Source: an optimization exercise on an open RTL-to-GDS flow (aim: a short achievable clock period and few clock cycles). Production flows keep margins and buffers that such runs may drop. Function was checked by simulation only, so behaviour that the tests miss may differ from the original.

$ cat design.v
`default_nettype none
package bilateral_pkg;
    localparam int IMG_SIZE    = 16;
    localparam int WIN_RADIUS  = 1;
    localparam int WIN_TAPS    = 9;
    localparam int CENTRE_TAP  = WIN_TAPS / 2;
    localparam int PIX_FIRST   = 1;
    localparam int PIX_LAST    = 14;
    localparam int RANGE_SHIFT = 5;
    localparam int QUOT_BITS   = 8;
    typedef logic [7:0]                  pixel_t;
    typedef logic [$clog2(IMG_SIZE)-1:0] coord_t;
    typedef logic [2*$clog2(IMG_SIZE)-1:0] pixel_addr_t;
    typedef logic [6:0]                  weight_t;
    typedef logic [9:0]                  weight_sum_t;
    localparam int ACC_BITS    = 18;
    typedef logic [ACC_BITS-1:0]         acc_t;
    typedef struct packed {
        pixel_t [WIN_TAPS-1:0] pix;
        pixel_addr_t           addr;
        logic                  last;
    } window_t;
    typedef struct packed {
        pixel_t  [WIN_TAPS-1:0] pix;
        weight_t [WIN_TAPS-1:0] wgt;
        pixel_addr_t            addr;
        logic                   last;
    } weighted_taps_t;
    typedef struct packed {
        acc_t        num;
        weight_sum_t den;
        pixel_addr_t addr;
        logic        last;
    } window_sums_t;
    typedef enum logic [1:0] {
        FETCH_SCAN,
        FETCH_WAIT,
        FETCH_DONE
    } fetch_state_t;
    function automatic weight_t spatial_weight(input int tap);
        if (tap == CENTRE_TAP) begin
            spatial_weight = 7'd4;
        end else if (tap % 2 == 1) begin
            spatial_weight = 7'd2;
        end else begin
            spatial_weight = 7'd1;
        end
    endfunction
    function automatic weight_t range_weight(input logic [2:0] idx);
        case (idx)
            3'd0:    range_weight = 7'd16;
            3'd1:    range_weight = 7'd12;
            3'd2:    range_weight = 7'd8;
            3'd3:    range_weight = 7'd5;
            3'd4:    range_weight = 7'd3;
            3'd5:    range_weight = 7'd2;
            default: range_weight = 7'd1;
        endcase
    endfunction
endpackage
`default_nettype wire
`timescale 1ns/1ps
`default_nettype none
module window_fetch (
    input  logic        clk,
    input  logic        rst,
    input  logic        in_valid_i,
    input  bilateral_pkg::pixel_t      in_data_i,
    output bilateral_pkg::pixel_addr_t in_addr_o,
    output bilateral_pkg::window_t     win_o,
    output logic        win_valid_o
);
    bilateral_pkg::fetch_state_t state_r;
    bilateral_pkg::coord_t       row_r;
    bilateral_pkg::coord_t       col_r;
    logic [3:0]   tap_cnt;
    logic [1:0]   tap_dr;
    logic [1:0]   tap_dc;
    logic         accept;
    logic         tap_last;
    logic         centre_last;
    assign accept      = in_valid_i && (state_r != bilateral_pkg::FETCH_DONE);
    assign tap_last    = (tap_cnt == 4'(bilateral_pkg::WIN_TAPS - 1));
    assign centre_last = (row_r == bilateral_pkg::coord_t'(bilateral_pkg::PIX_LAST)) && (col_r == bilateral_pkg::coord_t'(bilateral_pkg::PIX_LAST));
    assign in_addr_o = {bilateral_pkg::coord_t'(row_r + bilateral_pkg::coord_t'(tap_dr) - bilateral_pkg::coord_t'(bilateral_pkg::WIN_RADIUS)),
                        bilateral_pkg::coord_t'(col_r + bilateral_pkg::coord_t'(tap_dc) - bilateral_pkg::coord_t'(bilateral_pkg::WIN_RADIUS))};
    always_ff @(posedge clk or posedge rst) begin
        if (rst) begin
            state_r     <= bilateral_pkg::FETCH_SCAN;
            row_r       <= bilateral_pkg::coord_t'(bilateral_pkg::PIX_FIRST);
            col_r       <= bilateral_pkg::coord_t'(bilateral_pkg::PIX_FIRST);
            tap_cnt     <= '0;
            tap_dr      <= '0;
            tap_dc      <= '0;
            win_valid_o <= 1'b0;
        end else begin
            win_valid_o <= 1'b0;
            case (state_r)
                bilateral_pkg::FETCH_SCAN, bilateral_pkg::FETCH_WAIT: begin
                    if (accept) begin
                        state_r <= bilateral_pkg::FETCH_SCAN;
                        if (tap_last) begin
                            tap_cnt     <= '0;
                            tap_dr      <= '0;
                            tap_dc      <= '0;
                            win_valid_o <= 1'b1;
                            if (centre_last) begin
                                state_r <= bilateral_pkg::FETCH_DONE;
                            end else if (col_r == bilateral_pkg::coord_t'(bilateral_pkg::PIX_LAST)) begin
                                col_r <= bilateral_pkg::coord_t'(bilateral_pkg::PIX_FIRST);
                                row_r <= row_r + 1'b1;
                            end else begin
                                col_r <= col_r + 1'b1;
                            end
                        end else begin
                            tap_cnt <= tap_cnt + 1'b1;
                            if (tap_dc == 2'(2 * bilateral_pkg::WIN_RADIUS)) begin
                                tap_dc <= '0;
                                tap_dr <= tap_dr + 1'b1;
                            end else begin
                                tap_dc <= tap_dc + 1'b1;
                            end
                        end
                    end else begin
                        state_r <= bilateral_pkg::FETCH_WAIT;
                    end
                end
                default: begin
                    state_r <= bilateral_pkg::FETCH_DONE;
                end
            endcase
        end
    end
    always_ff @(posedge clk) begin
        if (accept) begin
            win_o.pix[tap_cnt] <= in_data_i;
            if (tap_last) begin
                win_o.addr <= {row_r, col_r};
                win_o.last <= centre_last;
            end
        end
    end
endmodule
`default_nettype wire
`timescale 1ns/1ps
`default_nettype none
module tap_weighting (
    input  logic           clk,
    input  logic           rst,
    input  bilateral_pkg::window_t        win_i,
    input  logic           win_valid_i,
    output bilateral_pkg::weighted_taps_t taps_o,
    output logic           taps_valid_o
);
    bilateral_pkg::pixel_t  [bilateral_pkg::WIN_TAPS-1:0] diff_c;
    bilateral_pkg::weight_t [bilateral_pkg::WIN_TAPS-1:0] wgt_c;
    always_comb begin
        for (int i = 0; i < bilateral_pkg::WIN_TAPS; i++) begin
            if (win_i.pix[i] > win_i.pix[bilateral_pkg::CENTRE_TAP]) begin
                diff_c[i] = win_i.pix[i] - win_i.pix[bilateral_pkg::CENTRE_TAP];
            end else begin
                diff_c[i] = win_i.pix[bilateral_pkg::CENTRE_TAP] - win_i.pix[i];
            end
            wgt_c[i] = bilateral_pkg::spatial_weight(i) * bilateral_pkg::range_weight(3'(diff_c[i] >> bilateral_pkg::RANGE_SHIFT));
        end
    end
    always_ff @(posedge clk or posedge rst) begin
        if (rst) begin
            taps_valid_o <= 1'b0;
        end else begin
            taps_valid_o <= win_valid_i;
        end
    end
    always_ff @(posedge clk) begin
        if (win_valid_i) begin
            taps_o.pix  <= win_i.pix;
            taps_o.wgt  <= wgt_c;
            taps_o.addr <= win_i.addr;
            taps_o.last <= win_i.last;
        end
    end
endmodule
`default_nettype wire
`timescale 1ns/1ps
`default_nettype none
module weighted_sum (
    input  logic           clk,
    input  logic           rst,
    input  bilateral_pkg::weighted_taps_t taps_i,
    input  logic           taps_valid_i,
    output bilateral_pkg::window_sums_t   sums_o,
    output logic           sums_valid_o
);
    bilateral_pkg::acc_t        num_c;
    bilateral_pkg::weight_sum_t den_c;
    always_comb begin
        num_c = '0;
        den_c = '0;
        for (int i = 0; i < bilateral_pkg::WIN_TAPS; i++) begin
            num_c = num_c + bilateral_pkg::acc_t'(taps_i.wgt[i]) * bilateral_pkg::acc_t'(taps_i.pix[i]);
            den_c = den_c + bilateral_pkg::weight_sum_t'(taps_i.wgt[i]);
        end
    end
    always_ff @(posedge clk or posedge rst) begin
        if (rst) begin
            sums_valid_o <= 1'b0;
        end else begin
            sums_valid_o <= taps_valid_i;
        end
    end
    always_ff @(posedge clk) begin
        if (taps_valid_i) begin
            sums_o.num  <= num_c;
            sums_o.den  <= den_c;
            sums_o.addr <= taps_i.addr;
            sums_o.last <= taps_i.last;
        end
    end
endmodule
`default_nettype wire
`timescale 1ns/1ps
`default_nettype none
module weight_divider (
    input  logic         clk,
    input  logic         rst,
    input  bilateral_pkg::window_sums_t sums_i,
    input  logic         sums_valid_i,
    output logic         out_valid_o,
    output bilateral_pkg::pixel_addr_t  out_addr_o,
    output bilateral_pkg::pixel_t       out_data_o,
    output logic         finish_o
);
    logic [$clog2(bilateral_pkg::QUOT_BITS)-1:0] iter_cnt;
    logic                         busy_r;
    bilateral_pkg::acc_t                         rem_r;
    bilateral_pkg::acc_t                         dsr_r;
    bilateral_pkg::pixel_t                       quot_r;
    bilateral_pkg::pixel_addr_t                  addr_r;
    logic                         last_r;
    logic [bilateral_pkg::ACC_BITS:0]        trial;
    logic                         q_bit;
    assign trial = {1'b0, rem_r} - {1'b0, dsr_r};
    assign q_bit = ~trial[bilateral_pkg::ACC_BITS];
    always_ff @(posedge clk or posedge rst) begin
        if (rst) begin
            busy_r      <= 1'b0;
            iter_cnt    <= '0;
            out_valid_o <= 1'b0;
            out_addr_o  <= '0;
            out_data_o  <= '0;
            finish_o    <= 1'b0;
        end else begin
            out_valid_o <= 1'b0;
            if (sums_valid_i) begin
                busy_r   <= 1'b1;
                iter_cnt <= '0;
            end else if (busy_r) begin
                iter_cnt <= iter_cnt + 1'b1;
                if (int'(iter_cnt) == bilateral_pkg::QUOT_BITS - 1) begin
                    busy_r      <= 1'b0;
                    out_valid_o <= 1'b1;
                    out_addr_o  <= addr_r;
                    out_data_o  <= {quot_r[bilateral_pkg::QUOT_BITS-2:0], q_bit};
                end
            end
            if (out_valid_o && last_r) begin
                finish_o <= 1'b1;
            end
        end
    end
    always_ff @(posedge clk) begin
        if (sums_valid_i) begin
            rem_r  <= sums_i.num;
            dsr_r  <= bilateral_pkg::acc_t'(sums_i.den) << (bilateral_pkg::QUOT_BITS - 1);
            quot_r <= '0;
            addr_r <= sums_i.addr;
            last_r <= sums_i.last;
        end else if (busy_r) begin
            if (q_bit) begin
                rem_r <= trial[bilateral_pkg::ACC_BITS-1:0];
            end
            dsr_r  <= dsr_r >> 1;
            quot_r <= {quot_r[bilateral_pkg::QUOT_BITS-2:0], q_bit};
        end
    end
endmodule
`default_nettype wire
`timescale 1ns/1ps
`default_nettype none
module bilateral_filter (
    input  logic        clk,
    input  logic        rst,
    input  logic        in_valid_i,
    input  bilateral_pkg::pixel_t      in_data_i,
    output bilateral_pkg::pixel_addr_t in_addr_o,
    output logic        out_valid_o,
    output bilateral_pkg::pixel_addr_t out_addr_o,
    output bilateral_pkg::pixel_t      out_data_o,
    output logic        finish_o
);
    bilateral_pkg::window_t        win;
    logic           win_valid;
    bilateral_pkg::weighted_taps_t taps;
    logic           taps_valid;
    bilateral_pkg::window_sums_t   sums;
    logic           sums_valid;
    window_fetch window_fetch_inst (
        .clk         (clk),
        .rst         (rst),
        .in_valid_i  (in_valid_i),
        .in_data_i   (in_data_i),
        .in_addr_o   (in_addr_o),
        .win_o       (win),
        .win_valid_o (win_valid)
    );
    tap_weighting tap_weighting_inst (
        .clk          (clk),
        .rst          (rst),
        .win_i        (win),
        .win_valid_i  (win_valid),
        .taps_o       (taps),
        .taps_valid_o (taps_valid)
    );
    weighted_sum weighted_sum_inst (
        .clk          (clk),
        .rst          (rst),
        .taps_i       (taps),
        .taps_valid_i (taps_valid),
        .sums_o       (sums),
        .sums_valid_o (sums_valid)
    );
    weight_divider weight_divider_inst (
        .clk          (clk),
        .rst          (rst),
        .sums_i       (sums),
        .sums_valid_i (sums_valid),
        .out_valid_o  (out_valid_o),
        .out_addr_o   (out_addr_o),
        .out_data_o   (out_data_o),
        .finish_o     (finish_o)
    );
endmodule
`default_nettype wire
$ cat run.sh
#!/bin/bash
# synth_recipe.tcl (not shown) runs the flow's synth.tcl, then flattens the netlist and writes it again
# the make line also repeats each setting of config.mk as NAME=value (left out here)
make -C /OpenROAD-flow-scripts/flow DESIGN_CONFIG=/design/flow/config.mk WORK_HOME=/design/flow/orfs CLKGATE_MAP_FILE= SYNTH_SCRIPT=/design/flow/synth_recipe.tcl finish
$ cat config.mk
export PLATFORM = sky130hd
export DESIGN_NAME = bilateral_filter
export DESIGN_NICKNAME = bilateral_filter
export VERILOG_FILES = /design/flow/design.v
export SDC_FILE = /design/flow/constraint.sdc
export NUM_CORES = 4
export LEC_CHECK = 0
export CAP_MARGIN = 20
export CORE_MARGIN = 2
export CORE_UTILIZATION = 40
export PLACE_DENSITY = 0.6
export SLEW_MARGIN = 20
$ cat constraint.sdc
create_clock -name core_clock -period 8.5 [get_ports {clk}]
set_input_delay 1.7000 -clock core_clock [delete_from_list [all_inputs] [get_ports {clk}]]
set_output_delay 1.7000 -clock core_clock [all_outputs]
set_load 0.01 [all_outputs]
==> notes.md <==
==> stage by stage <==
| step | std cells | worst slack (ns) | util [%] |
|---|---|---|---|
| 4_1_cts | 4253 | 0.516 | 44.4 |
| 2_1_floorplan | 3106 | 0.419 | - |
| 6_report | 4253 | 0.525 | 44.4 |
| 3_3_place_gp | 4177 | 0.639 | 42.6 |
| 5_1_grt | 4253 | 0.0906 | 44.4 |
| 3_5_place_dp | 4177 | 0.528 | 42.6 |
==> flip-flops by register name, summed over array words and instances (netlist names), 2 cells and up <==
signal	cells
weight_divider_inst.rem_r	18
weight_divider_inst.out_addr_o	8
weight_divider_inst.addr_r	8
window_fetch_inst.col_r	4
weight_divider_inst.quot_r	7
tap_weighting_inst.taps_o	121
weight_divider_inst.out_data_o	8
window_fetch_inst.tap_dr	2
window_fetch_inst.row_r	4
window_fetch_inst.win_o	81
weight_divider_inst.dsr_r	17
window_fetch_inst.tap_cnt	4
weight_divider_inst.iter_cnt	3
window_fetch_inst.state_r	2
weighted_sum_inst.sums_o	37
window_fetch_inst.tap_dc	2
==> synthesized netlist by cell type (3+ instances only) <==
cell type,n,area (sq um)
o21a_1,24,180
ha_1,449,5620
o211ai_1,4,30.0
nand3_1,24,120
nor2_1,136,510
nor2b_1,25,156
fa_1,271,5430
buf_1,7,26.3
mux2_2,50,563
o21ai_1,5,25.0
o21bai_1,22,165
a31oi_1,11,68.8
o22ai_1,5,31.3
o21ai_0,131,656
nand2b_1,34,213
clkbuf_1,24,90.1
a21oi_1,122,611
xor2_1,60,526
nor4b_1,3,26.3
nor4_1,3,18.8
o31ai_1,19,143
nor3b_1,7,52.6
a2111oi_0,4,35.0
o41ai_1,5,43.8
nand2_1,208,781
and2_1,249,1560
dfxtp_1,14,280
dfrtp_1,41,1030
a21boi_0,4,30.0
edfxtp_1,276,8290
nand4_1,13,81.3
xnor2_1,72,631
o2bb2ai_1,4,35.0
inv_1,562,2110
mux2i_1,31,310
nor3_1,38,190
a21o_1,48,360
or3_1,17,106
a211oi_1,12,90.1
==> cell type report <==
cell class	instances	area, sq um	area share (%)
multi-input cells	2177	20000	57.1
flip-flops and latches	333	9650	27.6
inverters	563	2110	6.05
well taps	1050	1310	3.76
clock buffers	51	1090	3.13
repair buffers	54	495	1.42
clock inverters	25	329	0.941
==> cell families (layout without fill, tap and decap cells) <==
group | Yosys count | after routing | share of synthesized area, %
XOR/XNOR | 132 | 132 | 3.64
AND/OR/NAND/NOR | 771 | 771 | 12.4
buffers and inverters | 596 | 693 | 7.06
flip-flops | 333 | 333 | 30.4
multiplexers | 82 | 82 | 2.78
AO/OA/AOI/OAI | 454 | 454 | 8.99
adder cells (fa/ha/maj) | 720 | 720 | 34.8
other | 2 | 18 | 0.0236
==> metal layers <==
layer  global-route usage (%)  vias to the layer above  share of wire (%)
li1                         -                    10400                  -
met1                     26.3                    10000                 48
met2                     29.4                      364                 45
met3                     2.66                      106                4.3
met4                     5.98                        0                3.4
met5                        0                        -                  0
==> worst paths after layout <==
check                                                    end  slack (ns)  cells past startpoint
max reg2reg                     weighted_sum_inst.sums_o[35]        0.52                     26
min                             tap_weighting_inst.taps_o[4]        0.41                      0
min reg2reg                     tap_weighting_inst.taps_o[4]        0.41                      0
max in group asynchronous      window_fetch_inst.win_valid_o        6.42                      3
min in group asynchronous  weight_divider_inst.out_addr_o[5]        1.61                      3
max                             weighted_sum_inst.sums_o[35]        0.52                     26
==> summary.md <==
| Metric | Value |
|---|---|
| Non-Filler Cell Area, Final | `0.0350 sq mm` |
| Outcome | `complete, no violations` |
| Die area | `0.0817 sq mm` |
| Worst-path maximum fanout | `9` |
| CTS H-tree depth | `2` |
| Yosys warns | `4` |
| Final Cycle Share | `93.8%` |
| Port Buffers | `36` |
| Placed Area | `0.0335 sq mm` |
| Fmax | `0.125 GHz` |
| Core area | `0.0787 sq mm` |
| Final hold viol count | `0` |
| CTS tree | `yes` |
| Worst-path clk slew | `0.06 ns` |
| Total of max-cap violations | `0` |
| HP Class | `reg -> reg` |
| Buffers and inverters on the worst path | `3` |
| DRT Pass-1 Iters | `5` |
| Critical Path AT | `8.27 ns` |
| Fin. max-slew vios | `0` |
| RePlAce Congestion | `0.908` |
| # setup viols final | `0` |
| Rows | `103` |
| Synth Cell Area | `0.0318 sq mm` |
| DRT Wirelength | `74.9 mm` |
| Number of library cell types mapped by synthesis | `78` |
| Antenna violations before repair | `0` |
| Pin count of the biggest net entering global routing | `83` |
| Post-Route Skew | `0.0280 ns` |
| Worst Path Class, Setup | `reg -> reg` |
| R2r startpoint | `tap_weighting_inst.taps_o[54]` |
| Fin crit period | `7.98 ns` |
| Vias | `20900` |
| Sink Count | `333` |
| Async SR Flop Fraction | `12.9%` |
| Clock Tree Buf Depth | `3` |
| Hold-fix buffers, CTS | `0` |
| Post-Syn Instances | `3090` |
| Initial core utilization | `40.3%` |
| Commonest non-fill, non-tap cell in the layout | `inv_1` |
| Number of enable flip-flop cells after synthesis | `276` |
| Grt ovf | `0` |
| Critical Path End Type | `flop` |
| First-pass GRT wire length | `118 mm` |
| Setup TNS | `0 ns` |
| Cts repair resizes | `0` |
| Top_reg_cell synth | `edfxtp_1` |
| Min-delay src | `window_fetch_inst.win_o[4]` |
| Critical Path Start Type | `flop` |
| Final hold slack | `0.414 ns` |
| DR vias/cell | `4.91` |
| Chip width | `286 um` |
| CP max stage delay | `0.54 ns` |
| GRT Overall Usage | `18.6%` |
| Unrepaired setup endpoints after global routing | `false` |
| Avg WL per Cell | `17.6 um` |
| Chip height | `286 um` |
| Vias in the first global route | `20900` |
| Nets | `3901` |
| N_diodes | `0` |
| Max-Slew Margin vs Limit | `29.6%` |
| Proportion of layout cells with a drive suffix above 1 | `4.96%` |
| Violation count after the first detailed-route iteration | `1382` |
| Worst slew pin tran | `1.06 ns` |
| Post-DP HPWL | `59.8 mm` |
| Synthesized flop and latch total | `333` |
| Crit path required time | `8.79 ns` |
| Worst path slowest cell | `fa_1` |
| Post-synthesis sequential area ratio | `30.4%` |
| Top delay family on crit path | `adder cells` |
| Cts bufs inserted | `41` |
| Commonest cells after routing, fill and taps aside | `561 x inv_1, 449 x ha_1, 276 x edfxtp_1, 271 x fa_1, 249 x and2_1` |
| Crit. Startpoint | `tap_weighting_inst.taps_o[54]` |
| Fillers | `7463` |
| Remaining DRCs | `0` |
| Syn Area/Cell | `10.3 sq um` |
| Layout area overhead | `10.0%` |
| Total setup buffers inserted after CTS | `0` |
| Ports | `37` |
| Antenna-violating nets left | `0` |
| CTS Root Cell | `clkbuf_16` |
| Worst-skew pair later-pin latency | `0.57 ns` |
| CP dominant cell by count | `fa_1` |
Testbench counts, summed over its fixed seeds: cycles 42,624.

## what the ideal ports hide
The flow's constraints put no driver on any port. The routed layout listed below was extracted and timed again, unchanged, in two steps. Step 1 assumes that a clkbuf_16 drives the clock port and a buf_2 every other input. Step 2 times the ports against the registers' clock, not the clock port: input delays grow and output delays shrink by t, the midpoint of the rising clock arrivals with the driver on. Slacks: ideal ports / drivers / drivers and shift; pairs: ideal ports / drivers.
shift t [ns]: 0.625
setup WS [ns]: 0.525 / 0.525 / 0.525
worst setup path at the end: register to register
worst slew at a driven data input, ns: 0.03
pins driven straight from the clock port: 1
After both steps setup and hold are still met in this run. For this run, drivers alone change the setup slack by 0.000 ns; drivers and shift together by 0.000 ns.
